This design comes from an exercise in tuning for small area, a short achievable clock period and few clock cycles per item on the open sky130 flow, not from production work.
At most, simulation tests tie the RTL to the original design; equivalence was not proved.
Only the layout flow was run in runs 2 to 4; the RTL was not checked for function there.
Power figures rest on the tool's default switching activity, not on a simulated workload.

## flow/design.v

```verilog
package tconv_pkg;
  localparam int OMAP_W       = 14;
  localparam int OMAP_SEL_MSB = 13;
  localparam int OMAP_SEL_LSB = 10;
  localparam int OMAP_ADDR_W  = 9;
  localparam int OMAP_SEL_W   = OMAP_SEL_MSB - OMAP_SEL_LSB + 1;
  localparam int TGT_W = OMAP_SEL_W + OMAP_ADDR_W;
  localparam int ACC_PIPE_DEPTH = 6;
  typedef enum logic [1:0] {
    ST_IDLE  = 2'd0,
    ST_ISSUE = 2'd1,
    ST_DRAIN = 2'd2
  } sched_state_e;
  typedef struct packed {
    logic             valid;
    logic [TGT_W-1:0] tgt;
  } hist_entry_t;
endpackage
import tconv_pkg::*;
module hazard_window
#(
  parameter int DEPTH = ACC_PIPE_DEPTH
) (
  input  logic             clk,
  input  logic             rst_n,
  input  logic             push_valid,
  input  logic [TGT_W-1:0] push_tgt,
  input  logic [TGT_W-1:0] probe_tgt,
  output logic             hit,
  output logic             hit_young    
);
  localparam int SLOTS = DEPTH - 1;
  logic [SLOTS-1:0]            hist_v_q;
  logic [SLOTS-1:0][TGT_W-1:0] hist_t_q;
  logic [SLOTS-1:0]            match;
  always_ff @(posedge clk or negedge rst_n) begin
    if (!rst_n) hist_v_q <= '0;
    else        hist_v_q <= {hist_v_q[SLOTS-2:0], push_valid};
  end
  always_ff @(posedge clk) begin
    hist_t_q <= {hist_t_q[SLOTS-2:0], push_tgt};
  end
  always_comb begin
    for (int i = 0; i < SLOTS; i++) match[i] = hist_v_q[i] && (hist_t_q[i] == probe_tgt);
    hit       = |match;
    hit_young = |match[SLOTS-2:0];
  end
endmodule
import tconv_pkg::*;
module accum_drain_scheduler
#(
  parameter int DW        = 16,
  parameter int NUM_COLS  = 16,
  parameter int HAZ_DEPTH = ACC_PIPE_DEPTH
) (
  input  logic                       clk,
  input  logic                       rst_n,
  input  logic                       vec_valid,
  output logic                       vec_ready,
  input  logic [NUM_COLS*DW-1:0]     vec_flat,
  input  logic [NUM_COLS-1:0]        cmap,
  input  logic [NUM_COLS*OMAP_W-1:0] omap_flat,
  output logic [DW-1:0]              partial_out,
  output logic [3:0]                 col_id,
  output logic                       partial_valid,
  output logic [NUM_COLS-1:0]        cmap_out,
  output logic [NUM_COLS*OMAP_W-1:0] omap_out,
  output logic                       busy,
  output logic                       done,
  output logic [15:0]                stall_cnt
);
  localparam int NC = NUM_COLS;
  function automatic logic [TGT_W-1:0] tgt_of(input logic [OMAP_W-1:0] e);
    tgt_of = {e[OMAP_SEL_MSB:OMAP_SEL_LSB], e[OMAP_ADDR_W-1:0]};
  endfunction
  function automatic logic [NC-1:0] lowest(input logic [NC-1:0] m);
    logic [NC-1:0] r;
    logic          seen;
    r = '0;
    seen = 1'b0;
    for (int i = 0; i < NC; i++) begin
      r[i] = m[i] & ~seen;
      seen = seen | m[i];
    end
    lowest = r;
  endfunction
  function automatic logic [NC-1:0] pre(input logic [NC-1:0] m);
    logic [NC-1:0] r;
    logic          seen;
    seen = 1'b0;
    for (int i = 0; i < NC; i++) begin
      r[i] = seen;
      seen = seen | m[i];
    end
    pre = r;
  endfunction
  function automatic logic [3:0] enc(input logic [NC-1:0] oh);
    logic [3:0] r;
    r = '0;
    for (int i = 0; i < NC; i++) if (oh[i]) r = r | 4'(i);
    enc = r;
  endfunction
  logic [NC*DW-1:0]     vec_q;
  logic [NC-1:0]        cmap_q;
  logic [NC*OMAP_W-1:0] omap_q;
  logic [NC-1:0]        pend_q, pend_d;    
  logic [NC-1:0]        nx_q, nx_d;        
  logic [NC-1:0]        nx_ab_q, nx_ab_d;  
  logic                 p_any, p_any_d;    
  logic                 c_v_q, c_v_d;
  logic                 c_old_q, c_old_d;  
  logic [3:0]           c_col_q, c_col_d;
  logic [TGT_W-1:0]     c_tgt_q, c_tgt_d;
  logic                 ready_q, ready_d;
  logic                 busy_q, busy_d;
  logic                 zpend_q, zpend_d;
  logic [6:0]           tok_q, tok_d;
  logic                 done_q;
  logic [DW-1:0]        out_q;
  logic [3:0]           col_q;
  logic                 pv_q;
  logic [15:0]          stall_q;
  logic hit, hit_young, fire, accept;
  hazard_window #(
    .DEPTH (HAZ_DEPTH)
  ) u_hazard_window (
    .clk        (clk),
    .rst_n      (rst_n),
    .push_valid (fire),
    .push_tgt   (c_tgt_q),
    .probe_tgt  (c_tgt_q),
    .hit        (hit),
    .hit_young  (hit_young)
  );
  assign fire   = c_v_q & ~hit;
  assign accept = ready_q & vec_valid;
  logic [NC-1:0]    in_oh_q, in_nx;
  logic [TGT_W-1:0] in_tgt;
  logic             in_zero, in_rest;
  always_comb begin
    in_tgt = '0;
    for (int i = 0; i < NC; i++) begin
      in_tgt = in_tgt | ({TGT_W{in_oh_q[i]}} & tgt_of(omap_flat[i*OMAP_W +: OMAP_W]));
    end
    in_zero = (in_oh_q == '0);
    in_nx   = lowest(cmap & ~in_oh_q);
    in_rest = ((cmap & ~in_oh_q) != '0);
  end
  always_ff @(posedge clk) begin
    in_oh_q <= lowest(cmap);
  end
  logic [NC-1:0]    c_oh, n2, n2_ab, c_ab, p_rest, p_hi;
  logic [TGT_W-1:0] nx_tgt;
  logic [DW-1:0]    c_dat;
  logic             n2_any;
  always_comb begin
    for (int i = 0; i < NC; i++) c_oh[i] = (c_col_q == 4'(i));
    nx_tgt = '0;
    c_dat  = '0;
    for (int i = 0; i < NC; i++) begin
      nx_tgt = nx_tgt | ({TGT_W{nx_q[i]}} & tgt_of(omap_q[i*OMAP_W +: OMAP_W]));
      c_dat  = c_dat  | ({DW{c_oh[i]}} & vec_q[i*DW +: DW]);
    end
    n2_any = ((pend_q & ~nx_q) != '0);
    p_rest = pend_q & ~nx_q;
    p_hi   = p_rest & nx_ab_q;
    if (p_hi != '0) begin
      n2    = lowest(p_hi);
      n2_ab = pre(p_hi);
    end else begin
      n2    = lowest(p_rest);
      n2_ab = pre(p_rest);
    end
    for (int i = 0; i < NC; i++) c_ab[i] = (4'(i) > c_col_q);
  end
  logic c_free, take, last_fire, zins;
  always_comb begin
    c_free    = ~c_v_q | fire;
    take      = p_any & (fire | (c_v_q & ~c_old_q & hit_young));
    last_fire = fire & (c_old_q | ~p_any);
    c_v_d   = c_v_q;
    c_old_d = c_old_q;
    c_col_d = c_col_q;
    c_tgt_d = c_tgt_q;
    pend_d  = pend_q;
    nx_d    = nx_q;
    nx_ab_d = nx_ab_q;
    p_any_d = p_any;
    if (accept) begin
      if (!c_free) begin
        c_old_d = 1'b1;
        pend_d  = cmap;
        nx_d    = in_oh_q;
        nx_ab_d = pre(in_oh_q);
        p_any_d = ~in_zero;
      end else begin
        c_v_d   = ~in_zero;
        c_old_d = 1'b0;
        c_col_d = enc(in_oh_q);
        c_tgt_d = in_tgt;
        pend_d  = cmap & ~in_oh_q;
        nx_d    = in_nx;
        nx_ab_d = pre(cmap & ~in_oh_q);
        p_any_d = in_rest;
      end
    end else if (take) begin
      c_v_d   = 1'b1;
      c_old_d = 1'b0;
      c_col_d = enc(nx_q);
      c_tgt_d = nx_tgt;
      if (fire) begin
        pend_d  = pend_q & ~nx_q;
        nx_d    = n2;
        nx_ab_d = n2_ab;
        p_any_d = n2_any;
      end else begin
        pend_d = (pend_q & ~nx_q) | c_oh;
        nx_d    = n2_any ? n2 : c_oh;
        nx_ab_d = n2_any ? n2_ab : c_ab;
      end
    end else if (fire) begin
      c_v_d   = 1'b0;
      c_old_d = 1'b0;
    end
    zins    = (accept & in_zero & ~c_v_q) | (zpend_q & ~c_v_q);
    zpend_d = zpend_q ? c_v_q : (accept & in_zero & c_v_q);
    tok_d   = {tok_q[5:0], last_fire | zins};
    busy_d  = c_v_d | zpend_d | (tok_d != '0);
    ready_d = vec_valid & ~accept & ~zpend_d & (~p_any | (fire & ~n2_any));
  end
  always_ff @(posedge clk or negedge rst_n) begin
    if (!rst_n) begin
      cmap_q  <= '0;
      omap_q  <= '0;
    end else if (accept) begin
      cmap_q  <= cmap;
      omap_q  <= omap_flat;
    end
  end
  always_ff @(posedge clk) begin
    if (accept) vec_q <= vec_flat;
  end
  always_ff @(posedge clk or negedge rst_n) begin
    if (!rst_n) begin
      pend_q  <= '0;
      nx_q    <= '0;
      nx_ab_q <= '0;
      p_any   <= 1'b0;
      c_v_q   <= 1'b0;
      c_old_q <= 1'b0;
      ready_q <= 1'b0;
      busy_q  <= 1'b0;
      zpend_q <= 1'b0;
      tok_q   <= '0;
      done_q  <= 1'b0;
      pv_q    <= 1'b0;
      stall_q <= '0;
    end else begin
      pend_q  <= pend_d;
      nx_q    <= nx_d;
      nx_ab_q <= nx_ab_d;
      p_any   <= p_any_d;
      c_v_q   <= c_v_d;
      c_old_q <= c_old_d;
      ready_q <= ready_d;
      busy_q  <= busy_d;
      zpend_q <= zpend_d;
      tok_q   <= tok_d;
      done_q  <= tok_q[6];
      pv_q    <= fire;
      if (c_v_q && hit && (stall_q != 16'hFFFF)) stall_q <= stall_q + 16'd1;
    end
  end
  always_ff @(posedge clk) begin
    c_col_q <= c_col_d;
    c_tgt_q <= c_tgt_d;
    col_q   <= c_col_q;
    if (!c_old_q) out_q <= c_dat;
  end
  assign vec_ready     = ready_q;
  assign busy          = busy_q;
  assign partial_out   = out_q;
  assign col_id        = col_q;
  assign partial_valid = pv_q;
  assign done          = done_q;
  assign stall_cnt     = stall_q;
  assign cmap_out      = cmap_q;
  assign omap_out      = omap_q;
endmodule
```

## flow/flow/run.sh

```bash
#!/bin/bash
# Standard layout, except:
#  - the port buffers are the platform's smallest buffer instead of the delay buffer
#    buffer_ports picks by default; repair still resizes any that need it;
#  - clock tree synthesis adds no dummy loads.
set -euo pipefail
cd "$(dirname "$0")/.."
bash standard.sh \
  BUFFER_PORTS_ARGS="-buffer_cell sky130_fd_sc_hd__buf_1" \
  CTS_ARGS="-sink_clustering_enable -repair_clock_nets -dont_use_dummy_load -sink_clustering_size 20 -sink_clustering_max_diameter 80" \
  finish > run_standard.log 2>&1
```

## flow/standard.sh

```bash
#!/bin/bash
# synth_recipe.tcl (not shown) runs the flow's synth.tcl, then flattens the netlist and writes it again
# the make line also repeats each setting of config.mk as NAME=value (left out here)
make -C /OpenROAD-flow-scripts/flow DESIGN_CONFIG=/design/flow/config.mk WORK_HOME=/design/flow/orfs CLKGATE_MAP_FILE= SYNTH_SCRIPT=/design/flow/synth_recipe.tcl "${@:-finish}"
```

## flow/config.mk

```make
export PLATFORM = sky130hd
export DESIGN_NAME = accum_drain_scheduler
export DESIGN_NICKNAME = accum_drain_scheduler
export VERILOG_FILES = /design/flow/design.v
export SDC_FILE = /design/flow/constraint.sdc
export NUM_CORES = 4
export LEC_CHECK = 0
export CAP_MARGIN = 20
export CORE_MARGIN = 2
export CORE_UTILIZATION = 50
export PLACE_DENSITY = 0.65
export SETUP_SLACK_MARGIN = 3.4
export SLEW_MARGIN = 20
export TNS_END_PERCENT = 10
```

## flow/constraint.sdc

```tcl
create_clock -name core_clock -period 6.0 [get_ports {clk}]
set_input_delay 1.2000 -clock core_clock [delete_from_list [all_inputs] [get_ports {clk}]]
set_output_delay 1.2000 -clock core_clock [all_outputs]
set_load 0.01 [all_outputs]
```

==> results of run 1 <==
==> Yosys cell counts, types with 26 or more instances <==
master	instances	share of area
nand2_1	799	0.10
dfrtp_1	322	0.27
edfxtp_1	289	0.29
clkbuf_1	141	0.018
a22oi_1	128	0.033
a221oi_1	88	0.026
a22o_1	85	0.025
dfxtp_1	85	0.058
nor2_1	73	0.0093
xnor2_1	73	0.022
nand3_1	71	0.012
nand4_1	57	0.012
a21oi_1	42	0.0071
o21ai_0	37	0.0063
a222oi_1	27	0.0092
nor2b_1	27	0.0057
a2111oi_0	26	0.0077
==> worst max-delay path, stage by stage <==
cell and delay (ns):
buf_2 0.20, nand2_8 0.22, inv_16 0.25, nand4_1 0.15
nor4_1 0.39, nor2b_2 0.34, nor2_1 0.10, nor2b_2 0.33
or4_4 0.20
==> layout make-up <==
class / instances / share of cell area
sequential: 696 / 0.5161
inverter: 19 / 0.002451
antenna: 26 / 0.001821
multi-input combinational: 1794 / 0.3033
clock buffer: 43 / 0.03012
tap: 765 / 0.02679
timing repair buffer: 911 / 0.1195
==> power breakdown <==
part	internal (mW)	switching, mW
Sequential	5.51	0.479
Combinational	1.02	2.05
Clock	1.27	1.58
Total	7.80	4.11
==> metal layers <==
metal,track usage,vias up,wire length [µm]
li1,-,11360,-
met1,0.5608,13690,49140
met2,0.6582,2258,61250
met3,0.1356,571,16870
met4,0.2807,14,10520
met5,0,-,93
==> cells by family (layout without fill, tap and decap cells) <==
logic type | Yosys count | in the layout | share of synthesized area
compound gates | 547 | 548 | 0.1433
xor+xnor | 79 | 79 | 0.02400
fa+ha+maj | 1 | 1 | 0.0004246
buf+inv | 209 | 973 | 0.03054
flops | 696 | 696 | 0.6258
mux | 10 | 12 | 0.003737
other cells | 0 | 26 | 0
simple gates | 1153 | 1154 | 0.1722
==> through the flow <==
| step | cell area (µm²) | util | instances | setup slack (ns) |
|---|---|---|---|---|
| 2_1_floorplan | 29540 | - | 2695 | 3.137 |
| 3_3_place_gp | 33120 | 0.5709 | 4110 | 2.184 |
| 3_5_place_dp | 33140 | 0.5711 | 4111 | 2.132 |
| 4_1_cts | 35440 | 0.6107 | 4220 | 3.280 |
| 5_1_grt | 35720 | 0.6156 | 4251 | 3.113 |
| 6_report | 35730 | 0.6157 | 4254 | 3.098 |
==> path summary, 6_finish.rpt <==
check,start,end
worst max-delay path,vec_valid,busy_q
worst min-delay path,tok_q[6],done_q
worst max register to register,c_tgt_q[3],nx_ab_q[10]
worst min register to register,tok_q[6],done_q
max in group asynchronous,rst_n,omap_q[128]
min in group asynchronous,rst_n,pend_q[4]
==> state kept, by name, indices dropped and copies added, names as in the netlist, 16 cells and up <==
register and flops:
nx_q 16, stall_q 16, cmap_q 16, u_hazard_window.hist_t_q 65
pend_q 16, vec_q 256, omap_q 224, in_oh_q 16
out_q 16
==> timing repair <==
| item | CTS | global route |
|---|---|---|
| pin swaps | 38 | 14 |
| setup endpoints to repair | 396 | 396 |
| resized for setup | 123 | 23 |
| gates cloned | 6 | 1 |
| buffers inserted | 60 | 7 |
==> impl_results.md, run 1 <==
* Status: no timing/DRC/antenna violations
* Area occupied by multi-input gates at 0.01084 mm²
* First-pass GRT wire length at around 190000 µm
* Setup violators final at 0
* Cts hold-fix bufs at 0
* Tmin final at about 2.9 ns
* Asr flop ratio synth at 0.4626
* Port-buffer cells at between 700 and 800
* RSZ-0062 raised after global routing: yes
* Fin. Hold Viols at 0
* Clk buf depth at 3
* Worst r2r path cells at 9
* Slew @ Worst Pin at ~1.0 ns
* Cell row count at between 80 and 90
* Commonest cells after routing, fill and taps aside: nand2_1, buf_1, dfrtp_1, edfxtp_1, a22oi_1
* EDFF count, synth at between 200 and 300
* Initial Util at 0.5077
* Via density at around 6.6
* GRT Overall Usage at 0.4413
* Die height at about 250 µm
* Synth Flop Type: dfrtp_1
* Htree depth at 2
* Via count at ~28000
* I/O pin count at 779
* Post-layout net count at roughly 4000
* CP Max Fanout at 38
* Global route overflow at 0
* Register area at 0.01844 mm²
* Cells after synthesis at between 2000 and 3000
* Peak Freq at roughly 340 MHz
* Pre-antenna DRT Iters at 8
* Gpl congestion at 1.009
* Register area share after synthesis at 0.6258
* Initial antenna violation count at 37
* Post-Synthesis Mean Instance Area at between 10 and 15 µm²
* Net Count, Synth at between 3000 and 4000
* Clock Latency Late Sink at around 0.6 ns
* Pwr per Cell Area at 333.3 mW/mm²
* DRC violations left at 0
* Post-Syn Area at between 0.02 and 0.03 mm²
* TritonCTS Buffers at between 40 and 50
* Hold Path Stages at 0
* Arrival time at the worst endpoint at around 3.4 ns
* DP HPWL at between 90000 and 100000 µm
* CTS Root Buffer Type: clkbuf_16
* Share of cells above drive strength 1 at 0.08634
* Final Max Slew Viols at 0
* Commonest non-fill, non-tap cell in the layout: nand2_1
* DIE AREA at 0.06088 mm²
* Core Region at roughly 0.058 mm²
* Worst VDD drop at 0.0002775 V
* P_leak at 14.32 nW
* Post-Route WL at 137900 µm
* Yosys warns at 2
* Max_cap viols at 0
* Number of global-route vias before repair at 26340
* CTS tree: yes
* CTS Sinks at around 700
* Fill cells at 5001
* Worst Path Required at around 6.5 ns
* Area growth syn-to-layout at 21.27%
* Routed wire per std cell at approximately 32 µm
* WS Path Type: primary input to flop
* Unique masters post-synth at 80
* CP Launch Type: primary input
* WHS at about 0.36 ns
* Setup TNS at 0 ns
* Tcrit/Tclk final at 0.4836
* #FFs+latches synth at between 600 and 700
* Die Wd at roughly 250 µm
* Largest net degree at the start of global routing at 133
* Routed Antenna Nets at 0
* Worst rel slew slack at 0.3111
* Clock skew at about 0.037 ns
* Worst setup EP type: flop
* Total Power at 11.91 mW
* R2R setup slack at between 3 and 4 ns
* Hold WC Path Type: flop to flop
* DR iter-0 viols at 4149
* CTS clock-pin slew for the worst setup and hold paths at roughly 0.080 ns
Testbench counts, summed over its fixed seeds: cycles 76,207, items 3,200.
==> run 2: changes to the inputs <==
--- a/flow/design.v
+++ b/flow/design.v
@@ -109,7 +109,7 @@
   logic                 p_any, p_any_d;    
   logic                 c_v_q, c_v_d;
   logic                 c_old_q, c_old_d;  
-  logic [3:0]           c_col_q, c_col_d;
+  logic [NC-1:0]        c_oh_q, c_oh_d;    
   logic [TGT_W-1:0]     c_tgt_q, c_tgt_d;
   logic                 ready_q, ready_d;
   logic                 busy_q, busy_d;
@@ -154,7 +154,7 @@
   logic [DW-1:0]    c_dat;
   logic             n2_any;
   always_comb begin
-    for (int i = 0; i < NC; i++) c_oh[i] = (c_col_q == 4'(i));
+    c_oh = c_oh_q;
     nx_tgt = '0;
     c_dat  = '0;
     for (int i = 0; i < NC; i++) begin
@@ -171,7 +171,7 @@
       n2    = lowest(p_rest);
       n2_ab = pre(p_rest);
     end
-    for (int i = 0; i < NC; i++) c_ab[i] = (4'(i) > c_col_q);
+    c_ab = pre(c_oh_q);
   end
   logic c_free, take, last_fire, zins;
   always_comb begin
@@ -180,7 +180,7 @@
     last_fire = fire & (c_old_q | ~p_any);
     c_v_d   = c_v_q;
     c_old_d = c_old_q;
-    c_col_d = c_col_q;
+    c_oh_d  = c_oh_q;
     c_tgt_d = c_tgt_q;
     pend_d  = pend_q;
     nx_d    = nx_q;
@@ -196,7 +196,7 @@
       end else begin
         c_v_d   = ~in_zero;
         c_old_d = 1'b0;
-        c_col_d = enc(in_oh_q);
+        c_oh_d  = in_oh_q;
         c_tgt_d = in_tgt;
         pend_d  = cmap & ~in_oh_q;
         nx_d    = in_nx;
@@ -206,7 +206,7 @@
     end else if (take) begin
       c_v_d   = 1'b1;
       c_old_d = 1'b0;
-      c_col_d = enc(nx_q);
+      c_oh_d  = nx_q;
       c_tgt_d = nx_tgt;
       if (fire) begin
         pend_d  = pend_q & ~nx_q;
@@ -272,9 +272,9 @@
     end
   end
   always_ff @(posedge clk) begin
-    c_col_q <= c_col_d;
+    c_oh_q  <= c_oh_d;
     c_tgt_q <= c_tgt_d;
-    col_q   <= c_col_q;
+    col_q   <= enc(c_oh_q);
     if (!c_old_q) out_q <= c_dat;
   end
   assign vec_ready     = ready_q;
--- a/flow/config.mk
+++ b/flow/config.mk
@@ -7,8 +7,8 @@
 export LEC_CHECK = 0
 export CAP_MARGIN = 20
 export CORE_MARGIN = 2
-export CORE_UTILIZATION = 50
-export PLACE_DENSITY = 0.65
-export SETUP_SLACK_MARGIN = 3.4
+export CORE_UTILIZATION = 55
+export PLACE_DENSITY = 0.7
+export SETUP_SLACK_MARGIN = 3.3
 export SLEW_MARGIN = 20
-export TNS_END_PERCENT = 10
+export TNS_END_PERCENT = 5
==> run 2 against run 1 <==
  * Register-to-register slack lost 0.04 ns
  * Critical path type is now flop to flop
  * Via count grew 0.30%
  * Still clean
  * Critical endpoint is now nx_ab_q[15]
  * Count of clock-buffer cells in the layout rose by 1
  * Core utilization up 4.8 points
  * Die area is 7.7% lower
  * Sequential cell count grew 11
==> impl_results.md, run 2 <==
* Worst VDD drop at 0.0002883 V (+3.9%)
* Worst r2r src: c_oh_q[9]
* Asr flop ratio synth at 0.4540 (-0.008613)
* Post-Synthesis Mean Instance Area at 11.05 µm² (+1.1%)
* Count leader, synth: nand2_1
* CP Max Fanout at 20 (-47%)
* DIE AREA at 0.05618 mm² (-7.7%)
* Post-Syn Area at 0.02986 mm² (+1.4%)
* Cell row count at 85 (-3.4%)
* CP Launch Type: flop
* Unique masters post-synth at 83 (+3.8%)
* R2R setup slack at 3.11 ns (-0.04 ns)
* DR iter-0 viols at 4425 (+6.7%)
* CTS Sinks at 707 (+1.6%)
* Gpl congestion at 1.100 (+8.9%)
* Synth area leaders: edfxtp_1, dfrtp_1, nand2_1
* WHS at 0.3555 ns (-0.005654 ns)
* Register area share after synthesis at 0.6286 (+0.002759)
* RR Endpoint: nx_ab_q[15]
* DRC violations left at 0 (unchanged)
* CTS Root Buffer Type: clkbuf_16
* Crit. Startpoint: c_oh_q[9]
* First-pass GRT wire length at 188700 µm (-0.65%)
* Synth area leader: edfxtp_1
* Setup TNS at 0 ns (unchanged)
* Clock skew at 0.04356 ns (+0.006250 ns)
* Non-filler instance count after layout at 4179 (-1.8%)
* Hold WC Path Type: flop to flop
* TritonCTS Buffers at 44 (+2.3%)
* Global route overflow at 0 (unchanged)
* Max reg flops at 256 (unchanged)
* Die height at 237.0 µm (-3.9%)
* Commonest non-fill, non-tap cell in the layout: nand2_1
* Tmin final at 2.891 ns (-0.01068 ns)
* Initial antenna violation count at 27 (-27%)
* Via count at 27980 (+0.30%)
* Share of cells above drive strength 1 at 0.07207 (-0.01427)
* Core Region at 0.05371 mm² (-7.4%)
* End of the critical path: nx_ab_q[15]
* Initial Util at 0.5561 (+0.04834)
* Largest regs: vec_q x256, omap_q x224, u_hazard_window.hist_t_q x65
* Routed wire per std cell at 32.79 µm (+1.2%)
* Pwr per Cell Area at 480.2 mW/mm² (+44%)
* EDFF count, synth at 301 (+4.2%)
* Post-layout net count at 3957 (-0.20%)
* Largest Register: vec_q
* Clock Latency Late Sink at 0.63 ns (+0.02 ns)
* P_leak at 14.32 nW (about the same)
* Peak Freq at 345.9 MHz (+0.37%)
* CTS tree: yes
* Area growth syn-to-layout at 19.44%
* DP HPWL at 97070 µm (-1.6%)
* #FFs+latches synth at 707 (+1.6%)
* Cts hold-fix bufs at 0 (unchanged)
* DP Cell Count at 4043 (-1.7%)
* Pre-antenna DRT Iters at 9 (+1)
* Worst Path Required at 6.48 ns (-0.06 ns)
* RSZ-0062 raised after global routing: yes
* Via density at 6.695 (+2.1%)
* Worst rel slew slack at 0.1639 (-0.1472)
* Top post-synthesis cells by count: nand2_1, dfrtp_1, edfxtp_1
* Worst r2r path cells at 8 (-1)
* Largest net degree at the start of global routing at 161 (+21%)
* Arrival time at the worst endpoint at 3.37 ns (-0.07 ns)
* GRT Overall Usage at 0.4737 (+0.03234)
* Die Wd at 237.0 µm (-3.9%)
* Clk buf depth at 3 (unchanged)
* Routed Antenna Nets at 0 (unchanged)
* Net Count, Synth at 3203 (+0.25%)
* CTS clock-pin slew for the worst setup and hold paths at 0.08 ns (about the same)
* Tcrit/Tclk final at 0.4818 (-0.001780)
* Worst setup EP type: flop
* Setup violators final at 0 (unchanged)
* Slew @ Worst Pin at 1.252 ns (+0.2202 ns)
* Max_cap viols at 0 (unchanged)
* Synth Flop Type: dfrtp_1
* Fill cells at 4260 (-15%)
* Number of global-route vias before repair at 26510 (+0.62%)
* Htree depth at 2 (unchanged)
* Port-buffer cells at 778 (unchanged)
* I/O pin count at 779 (unchanged)
* Share of the synthesized area in the top cell type at 0.3027 (+0.008080)
* Yosys warns at 2 (unchanged)
* Fin. Hold Viols at 0 (unchanged)
* Post-Route WL at 137000 µm (-0.61%)
* WS Path Type: flop to flop
* Status: no timing/DRC/antenna violations
* Cells after synthesis at 2703 (+0.30%)
* Commonest cells after routing, fill and taps aside: nand2_1, buf_1, dfrtp_1, edfxtp_1, a22oi_1
* Final Max Slew Viols at 0 (unchanged)
==> run 2: cell count changes in the layout (fill, tap and decap cells not counted), moves of 10 or more <==
cell	change
a211o_1	+12
a31oi_1	-19
buf_6	-16
edfxtp_1	+12
mux2i_1	+14
nand2_1	+29
nand2b_1	+14
nor2_1	-10
nor2_2	-11
nor3_1	+10
o21ai_0	-13
xnor2_1	+30
xnor2_2	-25
==> run 2: cell type report <==
| class | instances | area (µm²) | share of cell area |
|---|---|---|---|
| Clock buffer | 44 | 1101 | 0.03087 |
| Tap cell | 696 | 870.8 | 0.02441 |
| Timing Repair Buffer | 903 | 4219 | 0.1183 |
| Inverter | 14 | 72.57 | 0.002034 |
| Antenna cell | 28 | 70.07 | 0.001964 |
| Multi-Input combinational cell | 1787 | 10550 | 0.2958 |
| Sequential cell | 707 | 18790 | 0.5267 |
==> run 2: what timing repair did <==
item / CTS / global route
cloned: 7 / 5
setup buffers: 35 / 17
setup endpoints to repair: 113 / 237
resized for setup: 50 / 40
pin swaps: 16 / 14
==> run 2: how the worst min path moves through the flow <==
stage | slack [ns] | start | cells after the start | to
final | 0.36 | tok_q[6] | 0 | done_q
after global routing | 0.36 | tok_q[6] | 0 | done_q
after CTS | 0.36 | tok_q[6] | 0 | done_q
after detailed placement | 0.34 | tok_q[6] | 0 | done_q
after global placement | 0.34 | tok_q[6] | 0 | done_q
after floorplan | 0.33 | tok_q[6] | 0 | done_q
==> run 2: power by group <==
group          leakage (nW)  switching, mW  internal, mW
Sequential             7.45           1.34          6.46
Clock                 0.542           1.59          1.30
Combinational          6.32           4.37          2.06
==> run 2: critical path, stage by stage, from the launching register on <==
cell,delay (ns)
edfxtp_1,0.37
buf_4,0.28
nor2_1,0.47
nand4b_1,0.43
or3_1,0.51
nor4_1,0.25
o211ai_1,0.17
o311ai_1,0.13
a2bb2oi_1,0.12
==> run 2: stage by stage <==
stage	area [µm²]	worst slack [ns]	total power, mW	utilization
after global placement	33390	2.023	13.52	0.6217
after detailed placement	33390	1.945	13.62	0.6217
after CTS	35200	3.197	16.68	0.6553
after floorplan	29940	2.780	10.67	-
final	35670	3.109	17.13	0.6642
after global routing	35640	3.070	17.63	0.6636
==> run 2: cell families (layout without fill, tap and decap cells) <==
| group | after synthesis | in the layout | synth area share |
|---|---|---|---|
| muxes | 24 | 26 | 0.008337 |
| DFF | 707 | 707 | 0.6286 |
| AOI/OAI and AO/OA | 528 | 530 | 0.1412 |
| and+or+nand+nor | 1149 | 1151 | 0.1672 |
| adders and majority gates | 1 | 1 | 0.0004189 |
| other | 0 | 28 | 0 |
| xor gates and xnor gates | 79 | 79 | 0.02317 |
| buffers and inverters | 215 | 961 | 0.03109 |
==> run 2: metal layers <==
| layer | part of all wire | track usage | vias up |
|---|---|---|---|
| li1 | - | - | 11340 |
| met1 | 0.33 | 0.5886 | 13420 |
| met2 | 0.43 | 0.7057 | 2525 |
| met3 | 0.14 | 0.1566 | 680 |
| met4 | 0.087 | 0.3236 | 8 |
| met5 | 0.00035 | 0 | - |
==> run 3: changes to the inputs <==
--- a/flow/config.mk
+++ b/flow/config.mk
@@ -9,6 +9,6 @@
 export CORE_MARGIN = 2
 export CORE_UTILIZATION = 55
 export PLACE_DENSITY = 0.7
-export SETUP_SLACK_MARGIN = 3.3
+export SETUP_SLACK_MARGIN = 3.5
 export SLEW_MARGIN = 20
 export TNS_END_PERCENT = 5
==> run 3 against run 2 <==
  * Still clean
  * Die area is the same
  * Count of clock-buffer cells in the layout is the same
  * Core utilization grew 0.46 points
==> impl_results.md, run 3 <==
* CTS tree: yes
* Fin. Hold Viols at 0 (unchanged)
* Critical Path Slowest Stage Cell: a222oi_1
* Unique masters post-synth at 83 (unchanged)
* Slew @ Worst Pin at 1.174 ns (-0.07809 ns)
* CTS clock-pin slew for the worst setup and hold paths at 0.09 ns (about the same)
* Final Max Slew Viols at 0 (unchanged)
* Mux contribution to synthesized area at 0.008337 (unchanged)
* Clock Latency Late Sink at 0.62 ns (about the same)
* R2R setup slack at 3.12 ns (about the same)
* Crit path max-delay family: compound AO/OA/AOI/OAI gates
* Share of the synthesized area in the top cell type at 0.3027 (unchanged)
* Initial antenna violation count at 19 (-30%)
* Post-layout net count at 3971 (+0.35%)
* TritonCTS Buffers at 44 (unchanged)
* I/O pin count at 779 (unchanged)
* DP Cell Count at 4043 (unchanged)
* Simple-gate portion of the synthesized area at 0.1672 (unchanged)
* DR iter-0 viols at 4311 (-2.6%)
* DIE AREA at 0.05618 mm² (unchanged)
* Cells along the critical path: buf_4, a222oi_1, nand3_1, a2111oi_0, nor2_1
* End of the critical path: c_tgt_q[9]
* Clock skew at 0.03697 ns (-0.006595 ns)
* Port-buffer cells at 778 (unchanged)
* Commonest non-fill, non-tap cell in the layout: nand2_1
* Routed wire per std cell at 33.10 µm (+0.94%)
* Largest regs: vec_q x256, omap_q x224, u_hazard_window.hist_t_q x65
* Commonest cells after routing, fill and taps aside: nand2_1, buf_1, dfrtp_1, edfxtp_1, a22oi_1
* Pwr per Cell Area at 479.7 mW/mm² (about the same)
* Area growth syn-to-layout at 20.27%
* Total Power at 17.23 mW (+0.60%)
* Status: no timing/DRC/antenna violations
* Hold WC Path Type: flop to flop
* EDFF count, synth at 301 (unchanged)
* Peak Freq at 347.2 MHz (+0.38%)
* Max_cap viols at 0 (unchanged)
* Yosys warns at 2 (unchanged)
* Net Count, Synth at 3203 (unchanged)
* Clk buf depth at 3 (unchanged)
* CTS Sinks at 707 (unchanged)
* DP HPWL at 97070 µm (unchanged)
* WS Path Type: flop to flop
* CP Launch Type: flop
* Tcrit/Tclk final at 0.4800 (-0.001813)
* Largest net degree at the start of global routing at 142 (-12%)
* Xor/xnor share of the synthesized area at 0.02317 (unchanged)
* Global route overflow at 0 (unchanged)
* CP Max Fanout at 12 (-40%)
* DRC violations left at 0 (unchanged)
* Cells after synthesis at 2703 (unchanged)
* First-pass GRT wire length at 191500 µm (+1.5%)
* Cell row count at 85 (unchanged)
* Worst rel slew slack at 0.2160 (+0.05213)
* Final WS setup at 3.120 ns (+0.01088 ns)
* Post-Synthesis Mean Instance Area at 11.05 µm² (unchanged)
* Die Wd at 237.0 µm (unchanged)
* Non-filler instance count after layout at 4182 (+0.072%)
* Largest Register: vec_q
* Gpl congestion at 1.100 (unchanged)
* #FFs+latches synth at 707 (unchanged)
* Worst r2r path cells at 5 (-3)
* GRT Overall Usage at 0.4813 (+0.007585)
* Tmin final at 2.880 ns (-0.01088 ns)
* Crit. path cell count at 5 (-3)
* P_leak at 14.45 nW (+0.94%)
* Synth area leader: edfxtp_1
* Die height at 237.0 µm (unchanged)
* Worst VDD drop at 0.0002874 V (-0.30%)
* Count leader, synth: nand2_1
* Share of cells above drive strength 1 at 0.07812 (+0.006051)
* Max reg flops at 256 (unchanged)
* CTS Root Buffer Type: clkbuf_16
* Worst setup EP type: flop
* Top post-synthesis cells by count: nand2_1, dfrtp_1, edfxtp_1
* Via count at 28090 (+0.40%)
* Initial Util at 0.5561 (unchanged)
* RR Endpoint: c_tgt_q[9]
* Crit. Startpoint: in_oh_q[4]
* Asr flop ratio synth at 0.4540 (unchanged)
* Place WS at 1.945 ns (unchanged)
* Worst path bufs/invs at 1 (unchanged)
* Worst r2r src: in_oh_q[4]
* Number of global-route vias before repair at 26730 (+0.83%)
* Routed Antenna Nets at 0 (unchanged)
* Register area share after synthesis at 0.6286 (unchanged)
* Largest family of logic cells by synthesized area: simple AND/OR/NAND/NOR gates
* Setup violators final at 0 (unchanged)
* Arrival time at the worst endpoint at 3.21 ns (-0.16 ns)
* Setup TNS at 0 ns (unchanged)
* Worst Path Required at 6.33 ns (-0.15 ns)
* Slowest stage delay, CP at 0.91 ns (+0.40 ns)
* Post-Synth Adder-Cell Area at 0.0004190 (unchanged)
* Post-Route WL at 138400 µm (+1.0%)
* Synth Flop Type: dfrtp_1
* Via density at 6.717 (+0.32%)
* RSZ-0062 raised after global routing: yes
* Synth area leaders: edfxtp_1, dfrtp_1, nand2_1
* Pre-antenna DRT Iters at 11 (+2)
* Core Region at 0.05371 mm² (unchanged)
* Htree depth at 2 (unchanged)
* Post-layout instance area at 0.03592 mm² (+0.70%)
* Compound-cell area share of the yosys netlist at 0.1412 (unchanged)
* Post-layout util at 0.6688 (+0.004636)
* Placed instance area at 0.03339 mm² (unchanged)
* WHS at 0.3553 ns (-0.0001340 ns)
* Post-Syn Area at 0.02986 mm² (unchanged)
==> run 3: cell counts after synthesis <==
Identical to the previous run, type by type.
==> run 3: cell families (layout without fill, tap and decap cells) <==
logic type | count (synthesis) | after routing
adder cells (fa/ha/maj) | 1 | 1
AND/OR/NAND/NOR | 1149 | 1150
other | 0 | 17
buffers and inverters | 215 | 976
flip-flops | 707 | 707
XOR/XNOR | 79 | 79
multiplexers | 24 | 26
AO/OA/AOI/OAI | 528 | 530
==> run 3: how the worst min path moves through the flow <==
| stage | startpoint | depth (start not counted) | slack, ns | to |
|---|---|---|---|---|
| after floorplan | tok_q[6] | 0 | 0.33 | done_q |
| after global placement | tok_q[6] | 0 | 0.34 | done_q |
| after detailed placement | tok_q[6] | 0 | 0.34 | done_q |
| after CTS | tok_q[6] | 0 | 0.36 | done_q |
| after global routing | tok_q[6] | 0 | 0.36 | done_q |
| final | tok_q[6] | 0 | 0.36 | done_q |
==> run 3: layout make-up <==
type,instances,area [µm²]
clock buffers,44,1101
multi-input cells,1786,10610
repair inverters,1,8.758
inverters,14,75.07
repair buffers,917,4422
diodes,17,42.54
fillers,4220,17790
well taps,696,870.8
flip-flops and latches,707,18790
==> run 3: power by group <==
group / leakage [nW] / internal (mW) / switching (mW)
combinational: 6.46 / 2.12 / 4.41
sequential: 7.45 / 6.46 / 1.35
clock: 0.542 / 1.30 / 1.59
==> run 3: metal layers <==
layer	vias to the layer above	global-route usage	routed length, µm
li1	11360	-	-
met1	13460	0.5978	46250
met2	2578	0.7127	59720
met3	685	0.1598	19810
met4	8	0.3372	12610
met5	-	0	56
==> run 3: what timing repair did <==
action                                  in CTS  in global routing
setup buffers                               43                 20
endpoints found under the setup margin     534                255
pin swaps                                   20                 21
resized for setup                           79                 34
hold buffers                                 0                  0
cloned                                      12                  3
==> run 4: changes to the inputs <==
--- a/flow/design.v
+++ b/flow/design.v
@@ -149,7 +149,7 @@
   always_ff @(posedge clk) begin
     in_oh_q <= lowest(cmap);
   end
-  logic [NC-1:0]    c_oh, n2, n2_ab, c_ab, p_rest, p_hi;
+  logic [NC-1:0]    c_oh, n2, n2_ab, p_rest, p_hi;
   logic [TGT_W-1:0] nx_tgt;
   logic [DW-1:0]    c_dat;
   logic             n2_any;
@@ -171,7 +171,6 @@
       n2    = lowest(p_rest);
       n2_ab = pre(p_rest);
     end
-    c_ab = pre(c_oh_q);
   end
   logic c_free, take, last_fire, zins;
   always_comb begin
@@ -186,22 +185,27 @@
     nx_d    = nx_q;
     nx_ab_d = nx_ab_q;
     p_any_d = p_any;
-    if (accept) begin
+    if (ready_q) begin
       if (!c_free) begin
-        c_old_d = 1'b1;
-        pend_d  = cmap;
-        nx_d    = in_oh_q;
-        nx_ab_d = pre(in_oh_q);
-        p_any_d = ~in_zero;
+        c_old_d = accept | c_old_q;
       end else begin
-        c_v_d   = ~in_zero;
+        c_v_d   = accept & ~in_zero;
         c_old_d = 1'b0;
         c_oh_d  = in_oh_q;
         c_tgt_d = in_tgt;
-        pend_d  = cmap & ~in_oh_q;
-        nx_d    = in_nx;
-        nx_ab_d = pre(cmap & ~in_oh_q);
-        p_any_d = in_rest;
+      end
+      if (accept) begin
+        if (!c_free) begin
+          pend_d  = cmap;
+          nx_d    = in_oh_q;
+          nx_ab_d = pre(in_oh_q);
+          p_any_d = ~in_zero;
+        end else begin
+          pend_d  = cmap & ~in_oh_q;
+          nx_d    = in_nx;
+          nx_ab_d = pre(cmap & ~in_oh_q);
+          p_any_d = in_rest;
+        end
       end
     end else if (take) begin
       c_v_d   = 1'b1;
@@ -214,9 +218,9 @@
         nx_ab_d = n2_ab;
         p_any_d = n2_any;
       end else begin
-        pend_d = (pend_q & ~nx_q) | c_oh;
+        pend_d  = (pend_q & ~nx_q) | c_oh;
         nx_d    = n2_any ? n2 : c_oh;
-        nx_ab_d = n2_any ? n2_ab : c_ab;
+        nx_ab_d = n2_ab;
       end
     end else if (fire) begin
       c_v_d   = 1'b0;
--- a/flow/config.mk
+++ b/flow/config.mk
@@ -9,6 +9,6 @@
 export CORE_MARGIN = 2
 export CORE_UTILIZATION = 55
 export PLACE_DENSITY = 0.7
-export SETUP_SLACK_MARGIN = 3.5
+export SETUP_SLACK_MARGIN = 3.3
 export SLEW_MARGIN = 20
 export TNS_END_PERCENT = 5
==> run 4 against run 3 <==
  * Critical path depth grew 5
  * Sequential cell count grew 1
  * Core utilization shrank 0.41 points
  * Area after synthesis grew 0.54%
  * Non-clock buffer count shrank 17
  * Cell count grew 0.33%
  * Total power grew 3.0%
  * Combinational power grew 3.2%
  * Fmax shrank 3.6%
  * First-iteration DRC count grew 9.6%
  * Sequential share of layout area grew 0.18 points
==> impl_results.md, run 4 <==
* Status: no timing/DRC/antenna violations
* Routed wire per std cell at 34.01 µm (+2.7%)
* Pre-antenna DRT Iters at 9 (-2)
* CTS clock-pin slew for the worst setup and hold paths at 0.09 ns (about the same)
* DP HPWL at 101400 µm (+4.4%)
* Cells after synthesis at 2728 (+0.92%)
* Most frequent CP cell: buf_4
* Via density at 6.870 (+2.3%)
* Final WS setup at 3.013 ns (-0.1072 ns)
* Commonest non-fill, non-tap cell in the layout: nand2_1
* Synth Flop Type: dfrtp_1
* Share of the synthesized area in the top cell type at 0.3010 (-0.001639)
* Worst rel slew slack at 0.1622 (-0.05382)
* DIE AREA at 0.05648 mm² (+0.53%)
* Gpl congestion at 1.083 (-1.5%)
* #FFs+latches synth at 708 (+0.14%)
* First-pass GRT wire length at 194700 µm (+1.7%)
* TritonCTS Buffers at 42 (-4.5%)
* Post-layout instance area at 0.03584 mm² (-0.22%)
* Slew @ Worst Pin at 1.257 ns (+0.08234 ns)
* EDFF count, synth at 301 (unchanged)
* Global route overflow at 0 (unchanged)
* Post-Syn Area at 0.03003 mm² (+0.54%)
* Share of cells above drive strength 1 at 0.07861 (+0.0004859)
* Post-layout util at 0.6647 (-0.004123)
* Cts hold-fix bufs at 0 (unchanged)
* RSZ-0062 raised after global routing: yes
* Yosys warns at 2 (unchanged)
* Cells along the critical path: buf_6, buf_4, xnor2_2, and4_1, nand4_1, buf_4, nand2b_1, nor4_1, a2111oi_0, o31ai_1
* Worst Path Required at 6.42 ns (+0.09 ns)
* Non-filler instance count after layout at 4196 (+0.33%)
* Post-Route WL at 142700 µm (+3.1%)
* Area growth syn-to-layout at 19.36%
* CTS tree: yes
* Die height at 237.7 µm (+0.27%)
* Register area share after synthesis at 0.6260 (-0.002572)
* Setup violators final at 0 (unchanged)
* Clk buf depth at 3 (unchanged)
* Placed instance area at 0.03360 mm² (+0.63%)
* CTS Root Buffer Type: clkbuf_16
* Clock skew at 0.05911 ns (+0.02214 ns)
* CP Launch Type: flop
* Count leader, synth: nand2_1
* Port-buffer cells at 778 (unchanged)
* Post-layout net count at 3975 (+0.10%)
* Worst setup EP type: flop
* Crit. Startpoint: c_tgt_q[5]
* DRC violations left at 0 (unchanged)
* Worst r2r src: c_tgt_q[5]
* Initial antenna violation count at 32 (+13)
* Initial Util at 0.5569 (+0.0008230)
* Max reg flops at 256 (unchanged)
* Fin. Hold Viols at 0 (unchanged)
* Post-Synthesis Mean Instance Area at 11.01 µm² (-0.38%)
* Largest regs: vec_q x256, omap_q x224, u_hazard_window.hist_t_q x65
* Area occupied by multi-input gates at 0.01086 mm² (+2.4%)
* Tmin final at 2.987 ns (+0.1072 ns)
* Peak Freq at 334.8 MHz (-3.6%)
* Clock Latency Late Sink at 0.62 ns (about the same)
* Setup TNS at 0 ns (unchanged)
* Unique masters post-synth at 83 (unchanged)
* Cell row count at 85 (unchanged)
* Die Wd at 237.7 µm (+0.27%)
* WS Path Type: flop to flop
* Via count at 28830 (+2.6%)
* I/O pin count at 779 (unchanged)
* Tcrit/Tclk final at 0.4979 (+0.01787)
* Critical Path Slowest Stage Cell: a2111oi_0
* CTS Sinks at 708 (+0.14%)
* Worst VDD drop at 0.0003325 V (+16%)
* Slowest stage delay, CP at 0.55 ns (-0.36 ns)
* Htree depth at 2 (unchanged)
* Synth area leaders: edfxtp_1, dfrtp_1, nand2_1
* Asr flop ratio synth at 0.4548 (+0.0007711)
* Net Count, Synth at 3228 (+0.78%)
* Top post-synthesis cells by count: nand2_1, dfrtp_1, edfxtp_1
* Hold path startpoint: u_hazard_window.hist_t_q[27]
* Pwr per Cell Area at 495.0 mW/mm² (+3.2%)
* Arrival time at the worst endpoint at 3.41 ns (+0.20 ns)
* Largest net degree at the start of global routing at 157 (+11%)
* Synth area leader: edfxtp_1
* Largest Register: vec_q
* Hold WC Path Type: flop to flop
* Final Max Slew Viols at 0 (unchanged)
* Place WS at 2.236 ns (+0.2916 ns)
* GRT Overall Usage at 0.4920 (+0.01072)
* P_leak at 14.21 nW (-1.7%)
* Total Power at 17.74 mW (+3.0%)
* WHS at 0.3626 ns (+0.007222 ns)
* Number of global-route vias before repair at 26660 (-0.24%)
* Max_cap viols at 0 (unchanged)
* Core Region at 0.05392 mm² (+0.40%)
* DP Cell Count at 4067 (+0.59%)
* Commonest cells after routing, fill and taps aside: nand2_1, buf_1, dfrtp_1, edfxtp_1, a22oi_1
* Register area at 0.01881 mm² (+0.11%)
* CP Max Fanout at 5 (-7)
* Routed Antenna Nets at 0 (unchanged)
* DR iter-0 viols at 4724 (+9.6%)
* Fill cells at 4356 (+3.2%)
[run 4: kinds of logic after synthesis]
family | Yosys count | synth area share
xor gates and xnor gates | 79 | 0.02304
adders and majority gates | 1 | 0.0004166
AOI/OAI and AO/OA | 552 | 0.1460
muxes | 25 | 0.009084
and+or+nand+nor | 1147 | 0.1663
DFF | 708 | 0.6260
buffers and inverters | 216 | 0.02908
[run 4: area by class of cell]
type                       count  share of cell area
sequential                   708              0.5248
multi-input combinational   1807              0.3031
timing repair buffer         900              0.1142
clock buffer                  42             0.02933
tap                          696             0.02430
inverter                      16            0.002409
antenna                       27            0.001885
[run 4: worst max-delay path, delay by kind of cell, from the launching register on]
family          cells  cell delay [ns]
compound gates      2             0.70
xor+xnor            1             0.19
simple gates        4             0.81
flops               1             0.52
buf+inv             3             0.59
[run 4: what timing repair did]
| item | 4_1_cts | 5_1_grt |
|---|---|---|
| buffers inserted | 39 | 11 |
| pin swaps | 19 | 20 |
| gates resized for setup | 63 | 44 |
| setup endpoints to repair | 581 | 412 |
| cloned | 4 | 2 |
[run 4: worst paths after layout]
kind                            cells past startpoint                           end  slack, ns
worst min-delay path                                0  u_hazard_window.hist_t_q[40]       0.36
worst max register to register                     10                      nx_q[10]       3.01
worst max-delay path                               10                      nx_q[10]       3.01
min in group asynchronous                           1                     cmap_q[8]       0.74
max in group asynchronous                           2                    omap_q[53]       3.79
worst min register to register                      0  u_hazard_window.hist_t_q[40]       0.36
[run 4: power by group]
group	switching (mW)	total (mW)	internal (mW)	leakage, nW
Clock	1.58	2.83	1.25	0.518
Combinational	4.45	6.74	2.29	6.23
Sequential	1.59	8.18	6.59	7.46
[run 4: metal layers]
layer | part of all wire | GRT usage | up-vias | wire (µm)
met4 | 0.062 | 0.2302 | 12 | 8833
met1 | 0.35 | 0.6435 | 13940 | 50260
met2 | 0.41 | 0.6832 | 2821 | 58190
li1 | - | - | 11470 | -
met5 | 0.0016 | 0.01991 | - | 224
met3 | 0.18 | 0.2422 | 583 | 25180

## afterwards: timing with drivers on the ports
The flow's constraints put no driver on any port. The routed layouts listed below were extracted and timed again, unchanged, in two steps.
Step 1 (the two cells are an assumption about what drives the block):
set clk [get_ports {clk}]
set_driving_cell -lib_cell sky130_fd_sc_hd__clkbuf_16 $clk
set_driving_cell -lib_cell sky130_fd_sc_hd__buf_2 [delete_from_list [all_inputs] $clk]
Step 2, shift: input delay + t, output delay - t, t = (earliest + latest rising clock arrival at the registers) / 2. This alone moves slack from input paths to output paths.
Slacks: ideal ports / drivers / drivers and shift; pairs: ideal ports / drivers.
| run | shift t [ns] | slack for setup (ns) | worst setup path at the end | clock arrival spread, ns | worst slew at a driven data input, ns |
|---|---|---|---|---|---|
| run 1 | 0.661 | 3.098 / 3.141 / 2.481 | input to register | 0.043 / 0.043 | 0.21 |
| run 2 | 0.666 | 3.109 / 3.109 / 2.493 | input to register | 0.059 / 0.058 | 0.16 |
| run 3 | 0.661 | 3.120 / 3.120 / 2.592 | input to register | 0.056 / 0.055 | 0.30 |
| run 4 | 0.653 | 3.013 / 3.013 / 2.515 | input to register | 0.061 / 0.061 | 0.22 |
After both steps every run listed still meets setup and hold. The setup slack of run 1, which loses most, moves by +0.043 ns with the drivers and by -0.617 ns with both steps.
